Context: an optimization exercise on an open-source flow, tuned for a short achievable clock period and few clock cycles. The choices shown serve that exercise and are no tape-out recipe. Function was not checked in any run shown here: the RTL went through the layout flow alone. Power is estimated from default activity; no workload was simulated.

==> flow/run.sh <==
#!/bin/bash
# synth_recipe.tcl (not shown) runs the flow's synth.tcl, then flattens the netlist and writes it again
# the make line also repeats each setting of config.mk as NAME=value (left out here)
make -C /OpenROAD-flow-scripts/flow DESIGN_CONFIG=/design/flow/config.mk WORK_HOME=/design/flow/orfs CLKGATE_MAP_FILE= SYNTH_SCRIPT=/design/flow/synth_recipe.tcl finish
==> flow/config.mk <==
export PLATFORM = sky130hd
export DESIGN_NAME = cpu_top
export DESIGN_NICKNAME = cpu_top
export VERILOG_FILES = /design/flow/design.v
export SDC_FILE = /design/flow/constraint.sdc
export NUM_CORES = 4
export LEC_CHECK = 0
export ABC_CLOCK_PERIOD_IN_PS = 2000
export CAP_MARGIN = 20
export CORE_MARGIN = 2
export CORE_UTILIZATION = 40
export SETUP_SLACK_MARGIN = 3.4
export SLEW_MARGIN = 20
export TNS_END_PERCENT = 100
==> flow/constraint.sdc <==
create_clock -name core_clock -period 5.5 [get_ports {clk}]
set_input_delay 1.1000 -clock core_clock [delete_from_list [all_inputs] [get_ports {clk}]]
set_output_delay 1.1000 -clock core_clock [all_outputs]
set_load 0.01 [all_outputs]
==> flow/design.v <==
package cpu_pkg;
    localparam int WORD_W    = 16;
    localparam int REG_COUNT = 16;
    localparam int IADDR_W   = 11;
    localparam int DADDR_W   = 11;
    localparam logic [2:0] OP_ADDSUB = 3'b000;
    localparam logic [2:0] OP_SLTMUL = 3'b001;
    localparam logic [2:0] OP_LW     = 3'b010;
    localparam logic [2:0] OP_SW     = 3'b011;
    localparam logic [2:0] OP_BEQ    = 3'b100;
    localparam logic [2:0] OP_J      = 3'b101;
endpackage
module cpu_control (
    input  logic [15:0] i_instr,
    output logic        o_uses_rs,
    output logic        o_uses_rt,
    output logic        o_writes,
    output logic [3:0]  o_wr_idx,
    output logic        o_load,
    output logic        o_store,
    output logic        o_mul,
    output logic        o_slt,
    output logic        o_sub,
    output logic        o_cbr,
    output logic        o_uncond
);
    logic [2:0] op;
    logic       same;
    assign op   = i_instr[15:13];
    assign same = (i_instr[12:9] == i_instr[8:5]);
    assign o_load    = (op == cpu_pkg::OP_LW);
    assign o_store   = (op == cpu_pkg::OP_SW);
    assign o_mul     = (op == cpu_pkg::OP_SLTMUL) &&  i_instr[0];
    assign o_slt     = (op == cpu_pkg::OP_SLTMUL) && !i_instr[0];
    assign o_sub     = ((op == cpu_pkg::OP_ADDSUB) && i_instr[0]) || o_slt;
    assign o_cbr     = (op == cpu_pkg::OP_BEQ) && !same;
    assign o_uncond  = (op == cpu_pkg::OP_J) || ((op == cpu_pkg::OP_BEQ) && same);
    assign o_uses_rs = (op == cpu_pkg::OP_ADDSUB) || (op == cpu_pkg::OP_SLTMUL) ||
                       o_load || o_store || o_cbr;
    assign o_uses_rt = (op == cpu_pkg::OP_ADDSUB) || (op == cpu_pkg::OP_SLTMUL) ||
                       o_store || o_cbr;
    assign o_writes  = (op == cpu_pkg::OP_ADDSUB) || (op == cpu_pkg::OP_SLTMUL) || o_load;
    assign o_wr_idx  = o_load ? i_instr[8:5] : i_instr[4:1];
endmodule
module fetch_unit #(
    parameter int N = 4
) (
    input  logic        clk,
    input  logic        rst_n,
    input  logic [10:0] i_pc,
    input  logic        i_ins,
    input  logic [10:0] i_ins_pc,
    input  logic [10:0] i_ins_tgt,
    output logic        o_hit,
    output logic [10:0] o_tgt
);
    logic [N-1:0]  valid_q;
    logic [10:0]   tag_q [N];
    logic [10:0]   tgt_q [N];
    logic [$clog2(N)-1:0] ptr_q;
    always_comb begin
        o_hit = 1'b0;
        o_tgt = '0;
        for (int i = 0; i < N; i++) begin
            if (valid_q[i] && (tag_q[i] == i_pc)) begin
                o_hit = 1'b1;
                o_tgt = o_tgt | tgt_q[i];
            end
        end
    end
    logic        ins_q;
    logic [10:0] ins_pc_q;
    logic [10:0] ins_tgt_q;
    always_ff @(posedge clk or negedge rst_n) begin
        if (!rst_n) begin
            ins_q <= 1'b0;
        end else begin
            ins_q <= i_ins;
        end
    end
    always_ff @(posedge clk) begin
        ins_pc_q  <= i_ins_pc;
        ins_tgt_q <= i_ins_tgt;
    end
    always_ff @(posedge clk or negedge rst_n) begin
        if (!rst_n) begin
            valid_q <= '0;
            ptr_q   <= '0;
        end else if (ins_q) begin
            valid_q[ptr_q] <= 1'b1;
            ptr_q          <= ptr_q + 1'b1;
        end
    end
    always_ff @(posedge clk) begin
        if (ins_q) begin
            tag_q[ptr_q] <= ins_pc_q;
            tgt_q[ptr_q] <= ins_tgt_q;
        end
    end
endmodule
module register_file (
    input  logic        clk,
    input  logic        rst_n,
    input  logic [3:0]  i_rs_idx,
    input  logic [3:0]  i_rt_idx,
    input  logic [3:0]  i_rd_idx,
    input  logic        i_we,
    input  logic [15:0] i_wdata,
    output logic [15:0] o_rs_data,
    output logic [15:0] o_rt_data
);
    logic [15:0] regs [16];
    always_ff @(posedge clk or negedge rst_n) begin
        if (!rst_n) begin
            for (int i = 0; i < 16; i++) begin
                regs[i] <= '0;
            end
        end else if (i_we) begin
            regs[i_rd_idx] <= i_wdata;
        end
    end
    assign o_rs_data = regs[i_rs_idx];
    assign o_rt_data = regs[i_rt_idx];
endmodule
module execute_unit (
    input  logic               i_sub,
    input  logic               i_slt,
    input  logic [15:0]        i_a,       
    input  logic [15:0]        i_b,
    input  logic [15:0]        i_ca,      
    input  logic [15:0]        i_cb,
    input  logic [15:0]        i_ga,      
    input  logic [15:0]        i_ma,      
    input  logic [15:0]        i_mb,
    input  logic [4:0]         i_imm,
    output logic [15:0]        o_alu,
    output logic [15:0]        o_add,     
    output logic [15:0]        o_sub,     
    output logic               o_lt,      
    output logic               o_eq,
    output logic [10:0]        o_addr,
    output logic [5:0][15:0]   o_rows
);
    logic [15:0] sum;
    logic        lt;
    logic [15:0] addr_sum;
    function automatic logic [15:0] ks_add(input logic [15:0] x, input logic [15:0] y, input logic cin);
        logic [15:0] g0, p0, g1, p1, g2, p2, g3, p3, g4, cy;
        g0 = x & y;
        p0 = x ^ y;
        g0[0] = g0[0] | (p0[0] & cin);
        for (int i = 0; i < 16; i++) begin
            g1[i] = (i >= 1) ? (g0[i] | (p0[i] & g0[i-1])) : g0[i];
            p1[i] = (i >= 1) ? (p0[i] & p0[i-1]) : 1'b0;
        end
        for (int i = 0; i < 16; i++) begin
            g2[i] = (i >= 2) ? (g1[i] | (p1[i] & g1[i-2])) : g1[i];
            p2[i] = (i >= 2) ? (p1[i] & p1[i-2]) : 1'b0;
        end
        for (int i = 0; i < 16; i++) begin
            g3[i] = (i >= 4) ? (g2[i] | (p2[i] & g2[i-4])) : g2[i];
            p3[i] = (i >= 4) ? (p2[i] & p2[i-4]) : 1'b0;
        end
        for (int i = 0; i < 16; i++) begin
            g4[i] = (i >= 8) ? (g3[i] | (p3[i] & g3[i-8])) : g3[i];
        end
        cy[0] = cin;
        for (int i = 1; i < 16; i++) begin
            cy[i] = g4[i-1];
        end
        ks_add = p0 ^ cy;
    endfunction
    logic [15:0] add_r, sub_r;
    assign add_r = ks_add(i_a, i_b, 1'b0);
    assign sub_r = ks_add(i_a, ~i_b, 1'b1);
    assign sum   = i_sub ? sub_r : add_r;
    assign lt    = (i_a[15] != i_b[15]) ? i_a[15] : sub_r[15];
    assign o_alu = i_slt ? {15'd0, lt} : sum;
    assign o_add = add_r;
    assign o_sub = sub_r;
    assign o_lt  = lt;
    assign o_eq  = (i_ca == i_cb);
    assign addr_sum = i_ga + {{11{i_imm[4]}}, i_imm};
    assign o_addr   = addr_sum[10:0];
    logic [15:0] pp [16];
    logic [15:0] l1 [11];
    logic [15:0] l2 [8];
    always_comb begin
        for (int i = 0; i < 16; i++) begin
            pp[i] = i_mb[i] ? (i_ma << i) : 16'd0;
        end
        for (int g = 0; g < 5; g++) begin
            l1[2*g]   = pp[3*g] ^ pp[3*g+1] ^ pp[3*g+2];
            l1[2*g+1] = ((pp[3*g] & pp[3*g+1]) | (pp[3*g] & pp[3*g+2]) | (pp[3*g+1] & pp[3*g+2])) << 1;
        end
        l1[10] = pp[15];
        for (int g = 0; g < 3; g++) begin
            l2[2*g]   = l1[3*g] ^ l1[3*g+1] ^ l1[3*g+2];
            l2[2*g+1] = ((l1[3*g] & l1[3*g+1]) | (l1[3*g] & l1[3*g+2]) | (l1[3*g+1] & l1[3*g+2])) << 1;
        end
        l2[6] = l1[9];
        l2[7] = l1[10];
        for (int g = 0; g < 2; g++) begin
            o_rows[2*g]   = l2[3*g] ^ l2[3*g+1] ^ l2[3*g+2];
            o_rows[2*g+1] = ((l2[3*g] & l2[3*g+1]) | (l2[3*g] & l2[3*g+2]) | (l2[3*g+1] & l2[3*g+2])) << 1;
        end
        o_rows[4] = l2[6];
        o_rows[5] = l2[7];
    end
endmodule
module cpu_top (
    input  logic        clk,
    input  logic        rst_n,
    input  logic [15:0] i_imem_data,
    input  logic [15:0] i_dmem_rdata,
    output logic [10:0] o_imem_addr,
    output logic [10:0] o_dmem_addr,
    output logic        o_dmem_we,
    output logic [15:0] o_dmem_wdata,
    output logic        o_io_stall
);
    logic [10:0] pc_q;
    logic [10:0] pc_inc;
    logic        fv;             
    logic [10:0] pc_d;
    logic        btb_hit;
    logic [10:0] btb_tgt;
    logic        p_q;
    logic [10:0] pnpc_q;         
    logic        ppred_q;        
    logic [5:0]  phi_p1_q;       
    logic [5:0]  phi_m1_q;       
    logic [5:0]  i_lo;
    logic        i_uncond;
    logic        i_redirect;
    logic [10:0] i_tgt;
    logic        s0_v, s1_v;
    logic [15:0] s0_i, s1_i;
    logic [10:0] s0_npc, s1_npc;
    logic        d_v;
    logic [15:0] d_i;
    logic [10:0] d_npc;
    logic        stall_q;
    logic        d_take;
    logic        d_uses_rs, d_uses_rt, d_writes, d_load, d_store, d_mul, d_slt, d_sub, d_cbr, d_uncond;
    logic [3:0]  d_wr;
    logic [3:0]  d_rs, d_rt;
    logic [15:0] rf_rs, rf_rt;
    logic [15:0] op_a, op_b;
    logic        n_v;
    logic [15:0] n_i;
    logic        n_uses_rs, n_uses_rt;
    logic        n_writes, n_load, n_store, n_mul, n_slt, n_sub, n_cbr, n_uncond;
    logic [3:0]  n_wr;
    logic        e_v, e_writes, e_load, e_store, e_mul, e_slt, e_sub, e_cbr;
    logic [3:0]  e_wr;
    logic [15:0] e_a_q, e_b_q, e_ca_q, e_cb_q, e_ga_q, e_sb_q, e_ma_q, e_mb_q;
    logic [4:0]  e_imm;
    logic [10:0] e_tgt;
    logic [15:0] e_alu;
    logic [15:0] e_add, e_subr;
    logic        e_lt;
    logic        e_eq;
    logic [10:0] e_addr;
    logic [5:0][15:0] e_rows;
    logic        flush;
    logic        m_v, m_writes, m_load, m_mul, m_we;
    logic [3:0]  m_wr;
    logic [15:0] m_res, m_wdata;
    logic [10:0] m_addr;
    logic [5:0][15:0] m_rows;
    logic [15:0] m_s, m_c;
    logic        w_writes, w_load, w_mul;
    logic [3:0]  w_wr;
    logic [15:0] w_res, w_s, w_c;
    logic [15:0] w_prod;
    logic [15:0] w_val;
    logic        x_writes;
    logic [3:0]  x_wr;
    logic [15:0] x_val;
    assign o_imem_addr = pc_q;
    assign pc_inc      = pc_q + 11'd1;
    assign fv = !(s0_v && (s1_v || p_q));
    fetch_unit #(.N(4)) u_btb (
        .clk       (clk),
        .rst_n     (rst_n),
        .i_pc      (pc_q),
        .i_ins     (p_q && i_uncond && !ppred_q),
        .i_ins_pc  (pnpc_q - 11'd1),
        .i_ins_tgt (i_tgt),
        .o_hit     (btb_hit),
        .o_tgt     (btb_tgt)
    );
    always_comb begin
        if (flush)           pc_d = e_tgt;
        else if (i_redirect) pc_d = i_tgt;
        else if (!fv)        pc_d = pc_q;
        else if (btb_hit)    pc_d = btb_tgt;
        else                 pc_d = pc_inc;
    end
    always_ff @(posedge clk or negedge rst_n) begin
        if (!rst_n) begin
            pc_q     <= '0;
            p_q      <= 1'b0;
            pnpc_q   <= '0;
            ppred_q  <= 1'b0;
            phi_p1_q <= 6'd1;
            phi_m1_q <= 6'h3f;
        end else begin
            pc_q     <= pc_d;
            p_q      <= fv && !flush && !i_redirect;
            pnpc_q   <= pc_inc;
            ppred_q  <= btb_hit;
            phi_p1_q <= pc_inc[10:5] + 6'd1;
            phi_m1_q <= pc_inc[10:5] - 6'd1;
        end
    end
    assign i_uncond   = (i_imem_data[15:13] == cpu_pkg::OP_J) ||
                        ((i_imem_data[15:13] == cpu_pkg::OP_BEQ) && (i_imem_data[12:9] == i_imem_data[8:5]));
    assign i_lo       = {1'b0, pnpc_q[4:0]} + {1'b0, i_imem_data[4:0]};
    assign i_tgt      = (i_imem_data[15:13] == cpu_pkg::OP_J) ? i_imem_data[11:1] :
                        {(i_imem_data[4] == i_lo[5]) ? pnpc_q[10:5] :
                         (i_lo[5] ? phi_p1_q : phi_m1_q), i_lo[4:0]};
    assign i_redirect = p_q && i_uncond && !ppred_q && !flush;
    assign d_take = !stall_q;
    always_ff @(posedge clk or negedge rst_n) begin
        if (!rst_n) begin
            s0_v <= 1'b0;
            s1_v <= 1'b0;
            d_v  <= 1'b0;
        end else if (flush) begin
            s0_v <= 1'b0;
            s1_v <= 1'b0;
            d_v  <= 1'b0;
        end else if (d_take) begin
            if (s0_v) begin
                d_v  <= 1'b1;
                s0_v <= s1_v || p_q;
                s1_v <= s1_v && p_q;
            end else begin
                d_v  <= p_q;
            end
        end else begin
            if (!s0_v)      s0_v <= p_q;
            else if (!s1_v) s1_v <= p_q;
        end
    end
    always_ff @(posedge clk) begin
        if (d_take) begin
            if (s0_v) begin
                d_i    <= s0_i;
                d_npc  <= s0_npc;
                if (s1_v) begin
                    s0_i   <= s1_i;
                    s0_npc <= s1_npc;
                    s1_i   <= i_imem_data;
                    s1_npc <= pnpc_q;
                end else begin
                    s0_i   <= i_imem_data;
                    s0_npc <= pnpc_q;
                end
            end else begin
                d_i   <= i_imem_data;
                d_npc <= pnpc_q;
            end
        end else begin
            if (!s0_v) begin
                s0_i   <= i_imem_data;
                s0_npc <= pnpc_q;
            end else if (!s1_v) begin
                s1_i   <= i_imem_data;
                s1_npc <= pnpc_q;
            end
        end
    end
    assign n_v = s0_v || p_q;
    assign n_i = s0_v ? s0_i : i_imem_data;
    cpu_control u_ndec (
        .i_instr   (n_i),
        .o_uses_rs (n_uses_rs),
        .o_uses_rt (n_uses_rt),
        .o_writes  (n_writes),
        .o_wr_idx  (n_wr),
        .o_load    (n_load),
        .o_store   (n_store),
        .o_mul     (n_mul),
        .o_slt     (n_slt),
        .o_sub     (n_sub),
        .o_cbr     (n_cbr),
        .o_uncond  (n_uncond)
    );
    logic d_lm, e_lm;
    logic hz_take, hz_hold;
    assign d_lm = d_v && d_writes && (d_load || d_mul);
    assign e_lm = e_writes && (e_load || e_mul);
    assign hz_take = n_v && ((n_uses_rs && ((d_lm && (d_wr == n_i[12:9])) || (e_lm && (e_wr == n_i[12:9])))) ||
                             (n_uses_rt && ((d_lm && (d_wr == n_i[8:5]))  || (e_lm && (e_wr == n_i[8:5])))));
    assign hz_hold = d_v && ((d_uses_rs && e_lm && (e_wr == d_rs)) ||
                             (d_uses_rt && e_lm && (e_wr == d_rt)));
    always_ff @(posedge clk or negedge rst_n) begin
        if (!rst_n) begin
            stall_q <= 1'b0;
        end else begin
            stall_q <= !flush && (d_take ? hz_take : hz_hold);
        end
    end
    assign d_rs = d_i[12:9];
    assign d_rt = d_i[8:5];
    cpu_control u_dec (
        .i_instr   (d_i),
        .o_uses_rs (d_uses_rs),
        .o_uses_rt (d_uses_rt),
        .o_writes  (d_writes),
        .o_wr_idx  (d_wr),
        .o_load    (d_load),
        .o_store   (d_store),
        .o_mul     (d_mul),
        .o_slt     (d_slt),
        .o_sub     (d_sub),
        .o_cbr     (d_cbr),
        .o_uncond  (d_uncond)
    );
    register_file u_regfile (
        .clk       (clk),
        .rst_n     (rst_n),
        .i_rs_idx  (d_rs),
        .i_rt_idx  (d_rt),
        .i_rd_idx  (x_wr),
        .i_we      (x_writes),
        .i_wdata   (x_val),
        .o_rs_data (rf_rs),
        .o_rt_data (rf_rt)
    );
    logic ha_e, ha_m, ha_w, ha_x, hb_e, hb_m, hb_w, hb_x;
    logic sa_e, sa_m, sa_w, sa_x, sa_r, sb_e, sb_m, sb_w, sb_x, sb_r;
    assign ha_e = e_writes && (e_wr == d_rs);
    assign ha_m = m_writes && (m_wr == d_rs);
    assign ha_w = w_writes && (w_wr == d_rs);
    assign ha_x = x_writes && (x_wr == d_rs);
    assign hb_e = e_writes && (e_wr == d_rt);
    assign hb_m = m_writes && (m_wr == d_rt);
    assign hb_w = w_writes && (w_wr == d_rt);
    assign hb_x = x_writes && (x_wr == d_rt);
    assign sa_e = ha_e;
    assign sa_m = !ha_e && ha_m;
    assign sa_w = !ha_e && !ha_m && ha_w;
    assign sa_x = !ha_e && !ha_m && !ha_w && ha_x;
    assign sa_r = !ha_e && !ha_m && !ha_w && !ha_x;
    assign sb_e = hb_e;
    assign sb_m = !hb_e && hb_m;
    assign sb_w = !hb_e && !hb_m && hb_w;
    assign sb_x = !hb_e && !hb_m && !hb_w && hb_x;
    assign sb_r = !hb_e && !hb_m && !hb_w && !hb_x;
    logic e_kadd, e_ksub, e_kslt;
    assign e_kadd = !e_slt && !e_sub;
    assign e_ksub = !e_slt && e_sub;
    assign e_kslt = e_slt;
    assign op_a = ({16{sa_e && e_kadd}} & e_add) | ({16{sa_e && e_ksub}} & e_subr) |
                  {15'd0, sa_e && e_kslt && e_lt} |
                  ({16{sa_m}} & m_res) | ({16{sa_w}} & w_val) |
                  ({16{sa_x}} & x_val) | ({16{sa_r}} & rf_rs);
    assign op_b = ({16{sb_e && e_kadd}} & e_add) | ({16{sb_e && e_ksub}} & e_subr) |
                  {15'd0, sb_e && e_kslt && e_lt} |
                  ({16{sb_m}} & m_res) | ({16{sb_w}} & w_val) |
                  ({16{sb_x}} & x_val) | ({16{sb_r}} & rf_rt);
    logic d_issue;
    assign d_issue = d_v && !stall_q && !flush;
    always_ff @(posedge clk or negedge rst_n) begin
        if (!rst_n) begin
            e_v      <= 1'b0;
            e_writes <= 1'b0;
            e_store  <= 1'b0;
            e_cbr    <= 1'b0;
        end else begin
            e_v      <= d_issue;
            e_writes <= d_issue && d_writes;
            e_store  <= d_issue && d_store;
            e_cbr    <= d_issue && d_cbr;
        end
    end
    always_ff @(posedge clk) begin
        e_load <= d_load;
        e_mul  <= d_mul;
        e_slt  <= d_slt;
        e_sub  <= d_sub;
        e_wr   <= d_wr;
        e_imm  <= d_i[4:0];
        e_tgt  <= d_npc + {{6{d_i[4]}}, d_i[4:0]};
        e_a_q  <= op_a;
        e_b_q  <= op_b;
        e_ca_q <= d_cbr ? op_a : 16'd0;
        e_cb_q <= d_cbr ? op_b : 16'd0;
        e_ga_q <= (d_load || d_store) ? op_a : 16'd0;
        e_sb_q <= d_store ? op_b : 16'd0;
        e_ma_q <= d_mul ? op_a : 16'd0;
        e_mb_q <= d_mul ? op_b : 16'd0;
    end
    execute_unit u_execute (
        .i_sub  (e_sub),
        .i_slt  (e_slt),
        .i_a    (e_a_q),
        .i_b    (e_b_q),
        .i_ca   (e_ca_q),
        .i_cb   (e_cb_q),
        .i_ga   (e_ga_q),
        .i_ma   (e_ma_q),
        .i_mb   (e_mb_q),
        .i_imm  (e_imm),
        .o_alu  (e_alu),
        .o_add  (e_add),
        .o_sub  (e_subr),
        .o_lt   (e_lt),
        .o_eq   (e_eq),
        .o_addr (e_addr),
        .o_rows (e_rows)
    );
    assign flush = e_cbr && e_eq;
    always_ff @(posedge clk or negedge rst_n) begin
        if (!rst_n) begin
            m_v      <= 1'b0;
            m_writes <= 1'b0;
            m_we     <= 1'b0;
        end else begin
            m_v      <= e_v;
            m_writes <= e_writes;
            m_we     <= e_store;
        end
    end
    always_ff @(posedge clk) begin
        m_load  <= e_load;
        m_mul   <= e_mul;
        m_wr    <= e_wr;
        m_res   <= e_alu;
        m_addr  <= e_addr;
        m_wdata <= e_sb_q;
        m_rows  <= e_rows;
    end
    assign o_dmem_addr  = m_addr;
    assign o_dmem_we    = m_we;
    assign o_dmem_wdata = m_wdata;
    assign o_io_stall   = !m_v;
    logic [15:0] l3 [4];
    logic [15:0] l4 [3];
    always_comb begin
        for (int g = 0; g < 2; g++) begin
            l3[2*g]   = m_rows[3*g] ^ m_rows[3*g+1] ^ m_rows[3*g+2];
            l3[2*g+1] = ((m_rows[3*g] & m_rows[3*g+1]) | (m_rows[3*g] & m_rows[3*g+2]) |
                         (m_rows[3*g+1] & m_rows[3*g+2])) << 1;
        end
        l4[0] = l3[0] ^ l3[1] ^ l3[2];
        l4[1] = ((l3[0] & l3[1]) | (l3[0] & l3[2]) | (l3[1] & l3[2])) << 1;
        l4[2] = l3[3];
        m_s   = l4[0] ^ l4[1] ^ l4[2];
        m_c   = ((l4[0] & l4[1]) | (l4[0] & l4[2]) | (l4[1] & l4[2])) << 1;
    end
    always_ff @(posedge clk or negedge rst_n) begin
        if (!rst_n) begin
            w_writes <= 1'b0;
        end else begin
            w_writes <= m_writes;
        end
    end
    always_ff @(posedge clk) begin
        w_load <= m_load;
        w_mul  <= m_mul;
        w_wr   <= m_wr;
        w_res  <= m_res;
        w_s    <= m_s;
        w_c    <= m_c;
    end
    assign w_prod = w_s + w_c;
    assign w_val  = w_load ? i_dmem_rdata : (w_mul ? w_prod : w_res);
    always_ff @(posedge clk or negedge rst_n) begin
        if (!rst_n) begin
            x_writes <= 1'b0;
        end else begin
            x_writes <= w_writes;
        end
    end
    always_ff @(posedge clk) begin
        x_wr  <= w_wr;
        x_val <= w_val;
    end
endmodule
==> load_flow_metrics.sql, run 1 <==
INSERT INTO impl_metrics (metric_group, metric, value, unit) VALUES
('synthesis', 'synth-edff-count', '169', ''),
('drt', 'detailedRoute.firstIterationViolations', '3998', ''),
('synthesis', 'synth-seq-cells', '811', ''),
('die', 'design.die.area', '105000', 'um^2'),
('timing', 'finalSetupViolations', '0', ''),
('status', 'outcome', 'finished clean', ''),
('hold_path', 'hold_path_class', 'reg -> reg', ''),
('worst_setup_path', 'required_worst_endpoint', '6.02', 'ns'),
('cells_and_area', 'flow.area_growth_from_synthesis', '32.6', '%'),
('cells_and_area', 'layout_common_cells', 'mux2_2, buf_4, dfrtp_1', ''),
('power', 'power_density', '613', 'nW/um^2'),
('timing', 'layout_setup_ws', '2.33', 'ns'),
('drt', 'postRouteAntennaNets', '0', ''),
('power', 'swShare', '41.1', '%'),
('worst_setup_path', 'critPathKind', 'reg -> reg', ''),
('grt', 'grtUsageTotal', '27.4', '%'),
('drt', 'route.detailed.vias_per_inst', '5.88', ''),
('timing', 'finalSetupTns', '0', 'ns'),
('die', 'die_h', '323', 'um'),
('synthesis', 'synth_flop_cell', 'dfxtp_1', ''),
('die', 'initial_utilization', '40.2', '%'),
('synthesis', 'synth_largest_type_area_fraction', '18.7', '%'),
('timing', 'period_utilization_post_route', '57.5', '%'),
('cts', 'clkTransAtPathRegs', '0.06', 'ns'),
('cts', 'htreeDepth', '3', ''),
('power', 'internal_power', '19500', 'uW'),
('die', 'core_area', '101000', 'um^2'),
('synthesis', 'asyncSetResetFlopFracSynth', '38.3', '%'),
('grt', 'globalRouteOverflowTotal', '0', ''),
('cts', 'tritoncts', 'built', ''),
('synthesis', 'yosys_warnings', '10', ''),
('die', 'dieWidth', '323', 'um'),
('cts', 'tritoncts_num_sinks', '811', ''),
('timing', 'slew_violations', '0', ''),
('cells_and_area', 'layout.cells.most_common', 'mux2_2', ''),
('drt', 'drt-wirelength-per-cell', '26.4', 'um'),
('grt', 'first_global_vias', '31800', ''),
('placed_design', 'hpwlAfterDp', '91200', 'um'),
('power', 'seq_power_share', '32.6', '%'),
('grt', 'number_of_antenna_violations_at_the_first_check_in_global_routing', '1', ''),
('synthesis', 'post_synth_main_area_contributors', 'dfrtp_1, dfxtp_1, edfxtp_1, mux2_2, fa_1', ''),
('power', 'power_switching', '13600', 'uW'),
('die', 'pin_count', '74', ''),
('die', 'fp-row-count', '117', ''),
('timing', 'setup_repair_after_global_routing_missed_its_margin', 'true', ''),
('synthesis', 'postSynthCellCount', '3664', ''),
('synthesis', 'post_synth_instance_area', '40800', 'um^2'),
('hold_path', 'whs_path_depth', '0', ''),
('grt', 'grt_first_pass_wirelength', '213000', 'um'),
('cells_and_area', 'fillCellCount', '8535', ''),
('placed_design', 'final_weighted_congestion_in_routability_driven_placement', '0.998', ''),
('timing', 'finalWorstPathRequiredPeriod', '3.17', 'ns'),
('timing', 'finClkSkew', '0.0539', 'ns'),
('cts', 'total_clock_buffers_created_by_cts', '88', ''),
('power', 'power.combinational.fraction', '48.5', '%'),
('power', 'report.power.total', '33100', 'uW'),
('placed_design', 'numPortBuffers', '73', ''),
('worst_setup_path', 'critical_path.startpoint_type', 'flip-flop', ''),
('drt', 'route.vias.total', '32700', ''),
('synthesis', 'postSynthAreaPerCell', '11.1', 'um^2'),
('power', 'clock_power_share', '18.9', '%'),
('cts', 'root_buffer', 'clkbuf_16', ''),
('cells_and_area', 'finish.net_count', '4338', ''),
('grt', 'grt_start_max_net_pins', '116', ''),
('timing', 'final-hold-violation-count', '0', ''),
('timing', 'slew_headroom', '19.3', '%'),
('synthesis', 'top_cell_type_by_total_area_after_synthesis', 'dfrtp_1', ''),
('cts', 'clock_insertion_delay_worst_skew', '0.69', 'ns'),
('worst_setup_path', 'worst-path-max-fanout', '4', ''),
('timing', 'max_freq', '316', 'MHz'),
('placed_design', 'place_ws', '1.72', 'ns');
-- state kept, by name (all words and copies together) (netlist names), 44 cells and up --
register / cells
m_rows: 46
u_btb.tag_q: 44
u_btb.tgt_q: 44
u_regfile.regs: 256
-- cells in the mapped netlist, drive strengths merged (7+ instances only) --
cell type / instances
fa: 90
a31oi: 12
o221ai: 14
buf: 101
nor2b: 59
a32oi: 24
o21ai: 144
ha: 107
o211ai: 24
and2: 122
nand3: 55
dfrtp: 305
o21a: 10
or2: 7
xnor2: 149
a22oi: 80
o31ai: 9
a222oi: 15
a221oi: 33
mux2: 335
or3: 17
dfxtp: 331
clkbuf: 127
nor4: 16
inv: 190
and3: 16
a21boi: 9
a21o: 23
nand2b: 26
a2111oi: 10
a32o: 16
nor2: 250
a22o: 39
xor2: 73
nand4: 24
o2bb2ai: 8
mux2i: 86
o22ai: 14
nor3: 41
a21oi: 117
nand2: 203
a211oi: 48
a221o: 8
edfxtp: 169
-- layer usage --
metal  vias to the layer above  track usage (%)  wire, um
li1                      14000                -         -
met3                       505             6.86     14700
met5                         -                0         0
met2                      1873             41.2     63900
met1                     16300             37.2     60300
met4                         0             12.5      7690
-- what timing repair did --
| action | 4_1_cts | 5_1_grt |
|---|---|---|
| hold endpoints to repair | 0 | 0 |
| gates resized for setup | 898 | 329 |
| pin swaps | 217 | 198 |
| cloned | 20 | 5 |
| setup buffers | 304 | 110 |
| setup endpoints to repair | 474 | 261 |
-- path summary, 6_finish.rpt --
| check | endpoint | slack, ns | start |
|---|---|---|---|
| setup reg to reg | e_sb_q[15] | 2.33 | e_b_q[8] |
| setup / recovery | e_sb_q[15] | 2.33 | e_b_q[8] |
| max in group asynchronous | pc_q[8] | 3.87 | rst_n |
| hold reg to reg | w_mul | 0.32 | m_mul |
| min in group asynchronous | u_regfile.regs[13][9] | 0.43 | rst_n |
| hold / removal | w_mul | 0.32 | m_mul |
-- final cells by class --
class	instances	area (um^2)	area share, %
Sequential cell	811	19700	36.4
Clock buffer	122	2570	4.74
Tap cell	1368	1710	3.16
Clock inverter	43	522	0.965
Timing Repair Buffer	578	6280	11.6
Antenna cell	5	12.5	0.0231
Multi-Input combinational cell	2437	22600	41.7
Inverter	191	756	1.40
-- power by group through the flow --
| stage | Sequential (uW) | Clock, uW | Combinational, uW |
|---|---|---|---|
| floorplan | 9460 | 0 | 7810 |
| global placement | 10900 | 0 | 10300 |
| detailed placement | 10900 | 0 | 10400 |
| CTS | 10600 | 6360 | 14200 |
| global route | 11000 | 6610 | 16800 |
| finish | 10800 | 6280 | 16100 |
-- per-stage QoR --
stage / util (%) / hold WS, ns / instance area [um^2] / instances
after detailed placement: 42.7 / 0.312 / 43300 / 4946
final: 53.3 / 0.323 / 54100 / 5555
after floorplan: - / 0.310 / 41600 / 3664
after CTS: 51.0 / 0.332 / 51800 / 5435
after global placement: 42.7 / 0.312 / 43300 / 4946
after global routing: 53.3 / 0.335 / 54100 / 5550
-- worst max-delay path, cell delays in order (launching register included) --
cell and delay [ns]:
dfxtp_2 0.34, inv_2 0.05, ha_4 0.28, and4_4 0.22, and4_1 0.19, o21ai_2 0.09, nand2_1 0.07, nand2_1 0.05
nand2_1 0.08, a21oi_2 0.05, o21ba_2 0.21, fa_2 0.57, nor2_2 0.05, buf_4 0.15, nand2_4 0.06, o221ai_4 0.09
a221oi_4 0.25, buf_12 0.17, nor2_4 0.03
-- cell families (layout without fill, tap and decap cells) --
logic type               Yosys count  count (layout)  synth area share [%]
flip-flops                       811             811                  47.8
adder cells (fa/ha/maj)          197             197                  7.70
buffers and inverters            419             934                  4.58
multiplexers                     427             427                  11.7
XOR/XNOR                         222             222                  4.77
AND/OR/NAND/NOR                  872             875                  10.8
AO/OA/AOI/OAI                    716             716                  12.7
other                              0               5                     0
==> run 2: changes to the inputs <==
--- a/flow/design.v
+++ b/flow/design.v
@@ -101,8 +101,8 @@
 module register_file (
     input  logic        clk,
     input  logic        rst_n,
-    input  logic [3:0]  i_rs_idx,
-    input  logic [3:0]  i_rt_idx,
+    input  logic [15:0] i_rs_sel,    
+    input  logic [15:0] i_rt_sel,
     input  logic [3:0]  i_rd_idx,
     input  logic        i_we,
     input  logic [15:0] i_wdata,
@@ -119,8 +119,14 @@
             regs[i_rd_idx] <= i_wdata;
         end
     end
-    assign o_rs_data = regs[i_rs_idx];
-    assign o_rt_data = regs[i_rt_idx];
+    always_comb begin
+        o_rs_data = '0;
+        o_rt_data = '0;
+        for (int i = 0; i < 16; i++) begin
+            o_rs_data = o_rs_data | ({16{i_rs_sel[i]}} & regs[i]);
+            o_rt_data = o_rt_data | ({16{i_rt_sel[i]}} & regs[i]);
+        end
+    end
 endmodule
 module execute_unit (
     input  logic               i_sub,
@@ -239,6 +245,7 @@
     logic [10:0] s0_npc, s1_npc;
     logic        d_v;
     logic [15:0] d_i;
+    logic [15:0] d_rs_oh, d_rt_oh;    
     logic [10:0] d_npc;
     logic        stall_q;
     logic        d_take;
@@ -347,6 +354,12 @@
     end
     always_ff @(posedge clk) begin
         if (d_take) begin
+            d_rs_oh <= 16'd1 << n_i[12:9];
+            d_rt_oh <= 16'd1 << n_i[8:5];
+        end
+    end
+    always_ff @(posedge clk) begin
+        if (d_take) begin
             if (s0_v) begin
                 d_i    <= s0_i;
                 d_npc  <= s0_npc;
@@ -423,8 +436,8 @@
     register_file u_regfile (
         .clk       (clk),
         .rst_n     (rst_n),
-        .i_rs_idx  (d_rs),
-        .i_rt_idx  (d_rt),
+        .i_rs_sel  (d_rs_oh),
+        .i_rt_sel  (d_rt_oh),
         .i_rd_idx  (x_wr),
         .i_we      (x_writes),
         .i_wdata   (x_val),
==> load_flow_metrics.sql, run 2 <==
INSERT INTO impl_metrics (metric_group, metric, value, unit) VALUES
('worst_setup_path', 'critPathKind', 'reg -> reg', ''),
('synthesis', 'synth-edff-count', '201', ''),
('synthesis', 'synth_flop_cell', 'dfxtp_1', ''),
('synthesis', 'synth-seq-cells', '843', ''),
('die', 'die_h', '321', 'um'),
('cells_and_area', 'finish.net_count', '4088', ''),
('grt', 'first_global_vias', '29900', ''),
('drt', 'detailedRoute.firstIterationViolations', '3457', ''),
('synthesis', 'synth.lib_cells_used.distinct', '102', ''),
('timing', 'finalSetupTns', '0', 'ns'),
('timing', 'max_freq', '334', 'MHz'),
('worst_setup_path', 'cp_cell_sequence', 'inv_4 -> ha_4 -> nand2b_4 -> a2111oi_4 -> nor3_2 -> o21ai_2 -> a21oi_1 -> nor2_1 -> nor2_1 -> fa_2 -> o32ai_2 -> a211o_1 -> a221oi_4 -> nor2_1', ''),
('die', 'initial_utilization', '40.3', '%'),
('synthesis', 'top_cell_type_by_total_area_after_synthesis', 'dfrtp_1', ''),
('cts', 'clock_insertion_delay_worst_skew', '0.68', 'ns'),
('worst_setup_path', 'critPathMaxStageDelay', '0.56', 'ns'),
('drt', 'route.vias.total', '30700', ''),
('cts', 'htreeDepth', '3', ''),
('placed_design', 'final_weighted_congestion_in_routability_driven_placement', '0.925', ''),
('drt', 'detail_route.wirelength', '133000', 'um'),
('cts', 'tritoncts_num_sinks', '843', ''),
('power', 'clock_power_share', '23.9', '%'),
('timing', 'period_utilization_post_route', '54.4', '%'),
('grt', 'globalRouteOverflowTotal', '0', ''),
('grt', 'grt_first_pass_wirelength', '194000', 'um'),
('cells_and_area', 'largest_reg_flops', '256', ''),
('status', 'outcome', 'finished clean', ''),
('worst_setup_path', 'worst-path-max-fanout', '3', ''),
('synthesis', 'postSynthAreaPerCell', '11.4', 'um^2'),
('timing', 'slew_violations', '0', ''),
('power', 'vdd_drop_max', '367', 'uV'),
('flow_run', 'max_cap_violations', '0', ''),
('timing', 'setup_repair_after_global_routing_missed_its_margin', 'true', ''),
('placed_design', 'place_ws', '1.79', 'ns'),
('timing', 'slew_headroom', '29.3', '%'),
('cells_and_area', 'layout-drive-gt1-share', '37.0', '%'),
('cells_and_area', 'flow.area_growth_from_synthesis', '28.7', '%'),
('cells_and_area', 'layout.cells.most_common', 'dfrtp_1', ''),
('synthesis', 'seq_area_frac_synth', '50.9', '%'),
('grt', 'number_of_antenna_violations_at_the_first_check_in_global_routing', '4', ''),
('cells_and_area', 'number_of_antenna_repair_diodes', '0', ''),
('synthesis', 'post_synth_instance_area', '40200', 'um^2'),
('timing', 'finClkSkew', '0.0296', 'ns'),
('die', 'pin_count', '74', ''),
('synthesis', 'synthTopCellsByCount', 'dfxtp_1, dfrtp_1, mux2_2', ''),
('power', 'power_density', '526', 'nW/um^2'),
('cts', 'tritoncts', 'built', ''),
('worst_setup_path', 'critical_path.slowest_cell', 'fa_2', ''),
('cells_and_area', 'layout_common_cells', 'dfrtp_1, mux2_2, dfxtp_1', ''),
('grt', 'grtUsageTotal', '25.1', '%'),
('timing', 'layout_setup_ws', '2.51', 'ns'),
('cts', 'clkTransAtPathRegs', '0.06', 'ns'),
('synthesis', 'synth_largest_type_area_fraction', '19.0', '%'),
('worst_setup_path', 'path_common_cell', 'nor2_1', ''),
('timing', 'worst_pin_slew', '1.05', 'ns'),
('worst_setup_path', 'critical_path_sink_type', 'flip-flop', ''),
('timing', 'final-hold-violation-count', '0', ''),
('die', 'fp-row-count', '116', ''),
('worst_setup_path', 'critical_path_arrival', '3.53', 'ns'),
('synthesis', 'mappedNetlistNets', '3747', ''),
('hold_path', 'hold_path_class', 'reg -> reg', ''),
('worst_setup_path', 'required_worst_endpoint', '6.04', 'ns'),
('power', 'internal_power', '16900', 'uW'),
('synthesis', 'yosys_warnings', '10', ''),
('cts', 'total_clock_buffers_created_by_cts', '92', ''),
('drt', 'postRouteAntennaNets', '0', ''),
('cts', 'cts-hold-fix-buffers', '0', ''),
('cts', 'clock_tree.buffer_depth', '3', ''),
('synthesis', 'post_synth_main_area_contributors', 'dfrtp_1, dfxtp_1, edfxtp_1, mux2_2, fa_1', ''),
('power', 'seq_power_share', '37.2', '%'),
('drt', 'drc', '0', ''),
('synthesis', 'synth.most_common_cell', 'dfxtp_1', ''),
('placed_design', 'hpwlAfterDp', '81600', 'um'),
('placed_design', 'numPortBuffers', '73', ''),
('timing', 'finalWorstPathRequiredPeriod', '2.99', 'ns'),
('grt', 'grt_start_max_net_pins', '116', ''),
('die', 'core_area', '99900', 'um^2'),
('power', 'leak_pwr', '0.0217', 'uW'),
('cts', 'root_buffer', 'clkbuf_16', ''),
('die', 'design.die.area', '103000', 'um^2'),
('die', 'dieWidth', '321', 'um'),
('power', 'swShare', '38.0', '%'),
('cells_and_area', 'max_flop_register', 'u_regfile.regs', ''),
('synthesis', 'postSynthCellCount', '3516', ''),
('drt', 'firstDrtPassIters', '7', ''),
('synthesis', 'asyncSetResetFlopFracSynth', '36.9', '%'),
('worst_setup_path', 'critical_path.startpoint_type', 'flip-flop', ''),
('power', 'power_switching', '10400', 'uW'),
('drt', 'route.detailed.vias_per_inst', '5.87', ''),
('drt', 'drt-wirelength-per-cell', '25.5', 'um'),
('cells_and_area', 'top_regs', 'u_regfile.regs: 256 flops, m_rows: 46 flops', ''),
('timing', 'finalSetupViolations', '0', ''),
('power', 'power.combinational.fraction', '38.9', '%');
run 2: through the flow:
step	power (uW)	instances	hold slack (ns)	util [%]	cell area, um^2
floorplan	14500	3516	0.310	-	40900
finish	27200	5232	0.326	51.8	51700
global placement	17500	4747	0.311	42.9	42800
CTS	25900	5128	0.327	49.7	49600
global route	28200	5232	0.331	51.8	51700
detailed placement	17600	4748	0.312	42.9	42800
run 2: critical path, delay by kind of cell, from the launching register on:
kind,cells,cell delay (ns)
AOI/OAI and AO/OA,6,1.21
adders and majority gates,2,0.83
and+or+nand+nor,5,0.43
DFF,1,0.35
buffers and inverters,1,0.04
run 2: worst paths after layout:
path | startpoint | to | slack (ns) | cells past startpoint
hold / removal | e_sb_q[9] | m_wdata[9] | 0.33 | 0
setup / recovery | e_b_q[1] | e_ma_q[15] | 2.51 | 14
setup reg to reg | e_b_q[1] | e_ma_q[15] | 2.51 | 14
hold reg to reg | e_sb_q[9] | m_wdata[9] | 0.33 | 0
min in group asynchronous | rst_n | u_regfile.regs[9][4] | 0.53 | 1
max in group asynchronous | rst_n | pc_q[1] | 3.82 | 2
run 2: power by group through the flow:
stage,Combinational [uW],Clock [uW],Sequential (uW)
after global placement,7240,0,10200
final,10600,6520,10100
after CTS,9260,6620,10000
after detailed placement,7310,0,10200
after floorplan,5330,0,9210
after global routing,11100,6860,10300
run 2: logic make-up (layout without fill, tap and decap cells):
kind of cell,count (synthesis),in the layout,synth area share [%]
DFF,843,843,50.9
muxes,347,347,9.52
and+or+nand+nor,822,823,10.1
AOI/OAI and AO/OA,698,698,13.1
adders and majority gates,197,197,7.81
buffers and inverters,397,814,3.93
xor gates and xnor gates,212,212,4.71
run 2: routing by layer:
layer,global-route usage [%],vias up,routed length [um]
met5,0,-,36
met4,9.94,6,5660
met3,6.20,372,12500
met2,37.9,1584,58800
met1,34.6,15400,56200
li1,-,13300,-
run 2: layout make-up:
cell class,count,area (um^2)
clock buffer,114,2510
clock inverter,57,673
fill,8440,48100
inverter,189,737
multi-input combinational,2277,21200
sequential,843,20600
tap,1298,1620
timing repair buffer,454,4410
run 2: timing repair:
| action | in CTS | in global routing |
|---|---|---|
| endpoints found under the setup margin | 431 | 341 |
| gates cloned | 1 | 2 |
| pin swaps | 172 | 151 |
| resized for setup | 700 | 279 |
| setup buffers | 208 | 102 |
==> run 3: changes to the inputs <==
--- a/flow/design.v
+++ b/flow/design.v
@@ -130,7 +130,6 @@
 endmodule
 module execute_unit (
     input  logic               i_sub,
-    input  logic               i_slt,
     input  logic [15:0]        i_a,       
     input  logic [15:0]        i_b,
     input  logic [15:0]        i_ca,      
@@ -139,16 +138,14 @@
     input  logic [15:0]        i_ma,      
     input  logic [15:0]        i_mb,
     input  logic [4:0]         i_imm,
-    output logic [15:0]        o_alu,
+    output logic [15:0]        o_alu,     
     output logic [15:0]        o_add,     
     output logic [15:0]        o_sub,     
-    output logic               o_lt,      
     output logic               o_eq,
     output logic [10:0]        o_addr,
     output logic [5:0][15:0]   o_rows
 );
     logic [15:0] sum;
-    logic        lt;
     logic [15:0] addr_sum;
     function automatic logic [15:0] ks_add(input logic [15:0] x, input logic [15:0] y, input logic cin);
         logic [15:0] g0, p0, g1, p1, g2, p2, g3, p3, g4, cy;
@@ -180,11 +177,9 @@
     assign add_r = ks_add(i_a, i_b, 1'b0);
     assign sub_r = ks_add(i_a, ~i_b, 1'b1);
     assign sum   = i_sub ? sub_r : add_r;
-    assign lt    = (i_a[15] != i_b[15]) ? i_a[15] : sub_r[15];
-    assign o_alu = i_slt ? {15'd0, lt} : sum;
+    assign o_alu = sum;
     assign o_add = add_r;
     assign o_sub = sub_r;
-    assign o_lt  = lt;
     assign o_eq  = (i_ca == i_cb);
     assign addr_sum = i_ga + {{11{i_imm[4]}}, i_imm};
     assign o_addr   = addr_sum[10:0];
@@ -266,7 +261,6 @@
     logic [10:0] e_tgt;
     logic [15:0] e_alu;
     logic [15:0] e_add, e_subr;
-    logic        e_lt;
     logic        e_eq;
     logic [10:0] e_addr;
     logic [5:0][15:0] e_rows;
@@ -274,6 +268,8 @@
     logic        m_v, m_writes, m_load, m_mul, m_we;
     logic [3:0]  m_wr;
     logic [15:0] m_res, m_wdata;
+    logic        m_slt, m_a15, m_b15, m_d15, m_lt;
+    logic [15:0] m_val;
     logic [10:0] m_addr;
     logic [5:0][15:0] m_rows;
     logic [15:0] m_s, m_c;
@@ -404,7 +400,7 @@
     );
     logic d_lm, e_lm;
     logic hz_take, hz_hold;
-    assign d_lm = d_v && d_writes && (d_load || d_mul);
+    assign d_lm = d_v && d_writes && (d_load || d_mul || d_slt);
     assign e_lm = e_writes && (e_load || e_mul);
     assign hz_take = n_v && ((n_uses_rs && ((d_lm && (d_wr == n_i[12:9])) || (e_lm && (e_wr == n_i[12:9])))) ||
                              (n_uses_rt && ((d_lm && (d_wr == n_i[8:5]))  || (e_lm && (e_wr == n_i[8:5])))));
@@ -464,17 +460,14 @@
     assign sb_w = !hb_e && !hb_m && hb_w;
     assign sb_x = !hb_e && !hb_m && !hb_w && hb_x;
     assign sb_r = !hb_e && !hb_m && !hb_w && !hb_x;
-    logic e_kadd, e_ksub, e_kslt;
-    assign e_kadd = !e_slt && !e_sub;
-    assign e_ksub = !e_slt && e_sub;
-    assign e_kslt = e_slt;
+    logic e_kadd, e_ksub;
+    assign e_kadd = !e_sub;
+    assign e_ksub = e_sub;
     assign op_a = ({16{sa_e && e_kadd}} & e_add) | ({16{sa_e && e_ksub}} & e_subr) |
-                  {15'd0, sa_e && e_kslt && e_lt} |
-                  ({16{sa_m}} & m_res) | ({16{sa_w}} & w_val) |
+                  ({16{sa_m}} & m_val) | ({16{sa_w}} & w_val) |
                   ({16{sa_x}} & x_val) | ({16{sa_r}} & rf_rs);
     assign op_b = ({16{sb_e && e_kadd}} & e_add) | ({16{sb_e && e_ksub}} & e_subr) |
-                  {15'd0, sb_e && e_kslt && e_lt} |
-                  ({16{sb_m}} & m_res) | ({16{sb_w}} & w_val) |
+                  ({16{sb_m}} & m_val) | ({16{sb_w}} & w_val) |
                   ({16{sb_x}} & x_val) | ({16{sb_r}} & rf_rt);
     logic d_issue;
     assign d_issue = d_v && !stall_q && !flush;
@@ -510,7 +503,6 @@
     end
     execute_unit u_execute (
         .i_sub  (e_sub),
-        .i_slt  (e_slt),
         .i_a    (e_a_q),
         .i_b    (e_b_q),
         .i_ca   (e_ca_q),
@@ -522,7 +514,6 @@
         .o_alu  (e_alu),
         .o_add  (e_add),
         .o_sub  (e_subr),
-        .o_lt   (e_lt),
         .o_eq   (e_eq),
         .o_addr (e_addr),
         .o_rows (e_rows)
@@ -544,6 +535,10 @@
         m_mul   <= e_mul;
         m_wr    <= e_wr;
         m_res   <= e_alu;
+        m_slt   <= e_slt;
+        m_a15   <= e_a_q[15];
+        m_b15   <= e_b_q[15];
+        m_d15   <= e_subr[15];
         m_addr  <= e_addr;
         m_wdata <= e_sb_q;
         m_rows  <= e_rows;
@@ -552,6 +547,8 @@
     assign o_dmem_we    = m_we;
     assign o_dmem_wdata = m_wdata;
     assign o_io_stall   = !m_v;
+    assign m_lt  = (m_a15 != m_b15) ? m_a15 : m_d15;
+    assign m_val = m_slt ? {15'd0, m_lt} : m_res;
     logic [15:0] l3 [4];
     logic [15:0] l4 [3];
     always_comb begin
@@ -577,7 +574,7 @@
         w_load <= m_load;
         w_mul  <= m_mul;
         w_wr   <= m_wr;
-        w_res  <= m_res;
+        w_res  <= m_val;
         w_s    <= m_s;
         w_c    <= m_c;
     end
==> load_flow_metrics.sql, run 3 <==
INSERT INTO impl_metrics (metric_group, metric, value, unit) VALUES
('cells_and_area', 'largest_reg_flops', '256', ''),
('synthesis', 'top_cell_type_by_total_area_after_synthesis', 'dfrtp_1', ''),
('power', 'vdd_drop_max', '348', 'uV'),
('synthesis', 'synthTopCellsByCount', 'dfxtp_1, dfrtp_1, mux2_2', ''),
('synthesis', 'synth-edff-count', '201', ''),
('grt', 'grtUsageTotal', '24.5', '%'),
('synthesis', 'yosys_warnings', '10', ''),
('synthesis', 'synth.most_common_cell', 'dfxtp_1', ''),
('placed_design', 'numPortBuffers', '73', ''),
('die', 'dieWidth', '318', 'um'),
('grt', 'number_of_antenna_violations_at_the_first_check_in_global_routing', '0', ''),
('cells_and_area', 'layout.cells.most_common', 'mux2_2', ''),
('timing', 'period_utilization_post_route', '53.6', '%'),
('cts', 'clock_tree.buffer_depth', '3', ''),
('timing', 'slew_headroom', '8.25', '%'),
('drt', 'drc', '0', ''),
('cts', 'htreeDepth', '3', ''),
('worst_setup_path', 'required_worst_endpoint', '6.02', 'ns'),
('cells_and_area', 'top_regs', 'u_regfile.regs: 256 flops, m_rows: 46 flops', ''),
('timing', 'finClkSkew', '0.0310', 'ns'),
('worst_setup_path', 'worst-path-max-fanout', '4', ''),
('cells_and_area', 'flow.area_growth_from_synthesis', '29.8', '%'),
('cells_and_area', 'max_flop_register', 'u_regfile.regs', ''),
('timing', 'slew_violations', '0', ''),
('grt', 'first_global_vias', '29200', ''),
('cells_and_area', 'fillCellCount', '8247', ''),
('synthesis', 'synth_flop_cell', 'dfxtp_1', ''),
('die', 'fp-row-count', '115', ''),
('drt', 'route.vias.total', '29200', ''),
('timing', 'setup_repair_after_global_routing_missed_its_margin', 'true', ''),
('status', 'outcome', 'finished clean', ''),
('die', 'die_h', '318', 'um'),
('cells_and_area', 'seqCellArea', '20700', 'um^2'),
('timing', 'worst_pin_slew', '1.36', 'ns'),
('cells_and_area', 'finish.net_count', '3956', ''),
('cells_and_area', 'layout-drive-gt1-share', '38.6', '%'),
('drt', 'detailedRoute.firstIterationViolations', '3186', ''),
('grt', 'grt_start_max_net_pins', '101', ''),
('drt', 'firstDrtPassIters', '9', ''),
('cts', 'clock_insertion_delay_worst_skew', '0.67', 'ns'),
('die', 'initial_utilization', '40.1', '%'),
('worst_setup_path', 'critical_path_arrival', '3.47', 'ns'),
('cts', 'tritoncts_num_sinks', '847', ''),
('power', 'power_density', '549', 'nW/um^2'),
('synthesis', 'post_synth_instance_area', '39300', 'um^2'),
('placed_design', 'hpwlAfterDp', '75000', 'um'),
('cts', 'total_clock_buffers_created_by_cts', '92', ''),
('worst_setup_path', 'critPathKind', 'reg -> reg', ''),
('cts', 'cts-hold-fix-buffers', '0', '');
run 3: cell types whose count changed after synthesis, sizes merged, moves of 18 or more:
cell   before  now
xor2       40   58
nand2     216  161
o21ai     121   78
nand4      45   27
mux2      283  304
run 3: logic make-up (layout without fill, tap and decap cells):
kind of cell / count (synthesis) / count (layout) / synth area share, %
buffers and inverters: 411 / 831 / 4.09
muxes: 359 / 359 / 10.1
adders and majority gates: 197 / 197 / 7.96
DFF: 847 / 847 / 52.2
AOI/OAI and AO/OA: 632 / 632 / 11.9
xor gates and xnor gates: 216 / 216 / 4.81
and+or+nand+nor: 716 / 723 / 8.99
run 3: worst paths after layout:
| path | slack (ns) | cells past startpoint | endpoint | startpoint |
|---|---|---|---|---|
| min reg2reg | 0.32 | 0 | w_s[0] | m_rows[0] |
| min | 0.32 | 0 | w_s[0] | m_rows[0] |
| min in group asynchronous | 0.46 | 1 | u_regfile.regs[6][13] | rst_n |
| max in group asynchronous | 3.90 | 2 | s1_v | rst_n |
| max | 2.55 | 11 | e_sb_q[12] | e_b_q[0] |
| max reg2reg | 2.55 | 11 | e_sb_q[12] | e_b_q[0] |
run 3: layout make-up:
| type | instances | share of cell area, % |
|---|---|---|
| sequential | 847 | 40.5 |
| multi-input combinational | 2127 | 39.6 |
| timing repair buffer | 457 | 8.75 |
| clock buffer | 132 | 5.42 |
| tap | 1287 | 3.15 |
| inverter | 200 | 1.52 |
| clock inverter | 41 | 1.06 |
| timing repair inverter | 1 | 0.0147 |
run 3: where the power goes:
group | total [uW] | internal, uW | switching [uW]
sequential | 10200 | 8430 | 1800
combinational | 11200 | 5030 | 6130
clock | 6670 | 3970 | 2700
total | 28100 | 17400 | 10600
run 3: critical path, cell delays in order, from the launching register on:
cell and delay, ns:
dfxtp_4 0.37, ha_4 0.13, inv_2 0.03, fa_2 0.36
o21bai_4 0.14, o211ai_1 0.21, a2111oi_4 0.46, o21ai_1 0.12
a22o_1 0.24, or3_4 0.40, a31oi_4 0.25, nor2_1 0.08
run 3: timing repair:
item,CTS,global route
endpoints found under the setup margin,489,271
buffers inserted,215,101
pin swaps,163,148
cloned,8,2
resized for setup,707,253
run 3: per-stage QoR:
step	util (%)	worst slack [ns]	cells	total power, uW	hold WS (ns)
5_1_grt	52.1	2.43	5092	29100	0.331
2_1_floorplan	-	2.54	3378	14800	0.310
4_1_cts	50.1	2.58	4989	26600	0.320
6_report	52.1	2.55	5092	28100	0.320
3_3_place_gp	42.9	1.56	4593	17700	0.314
3_5_place_dp	42.9	1.54	4593	17800	0.312
run 3: metal layers:
metal  global-route usage [%]  vias up  wire length (um)
met1                     32.6    14800             53000
met5                        0        -                 0
met4                     10.4        0              5720
met3                     6.01      312             11100
li1                         -    12700                 -
met2                     38.3     1414             58500

-- separate check: timing with driven ports --
How much do the figures lean on ideal ports? The routed layouts below were timed once more, with nothing changed but the port constraints.
Step 1: set_driving_cell puts a clkbuf_16 on clk and a buf_2 on each other input, an assumption about the parent block.
Step 2, shift: input delay + t, output delay - t, t = (earliest + latest rising clock arrival at the registers) / 2. This alone moves slack from input paths to output paths.
Three values: ideal ports, drivers, drivers and shift; two values: the first two.
run | t (ns) | slack for setup (ns) | worst setup path at the end | slew at the worst register clock pin (ns)
run 1 | 0.736 | 2.335 / 2.335 / 2.335 | register to register | 0.07 / 0.07
run 2 | 0.739 | 2.510 / 2.510 / 2.402 | input to register | 0.07 / 0.07
run 3 | 0.728 | 2.554 / 2.554 / 2.243 | input to register | 0.07 / 0.07
After both steps setup and hold are still met in every run listed. For run 3, which loses most, drivers alone change the setup slack by 0.000 ns; drivers and shift together by -0.311 ns.
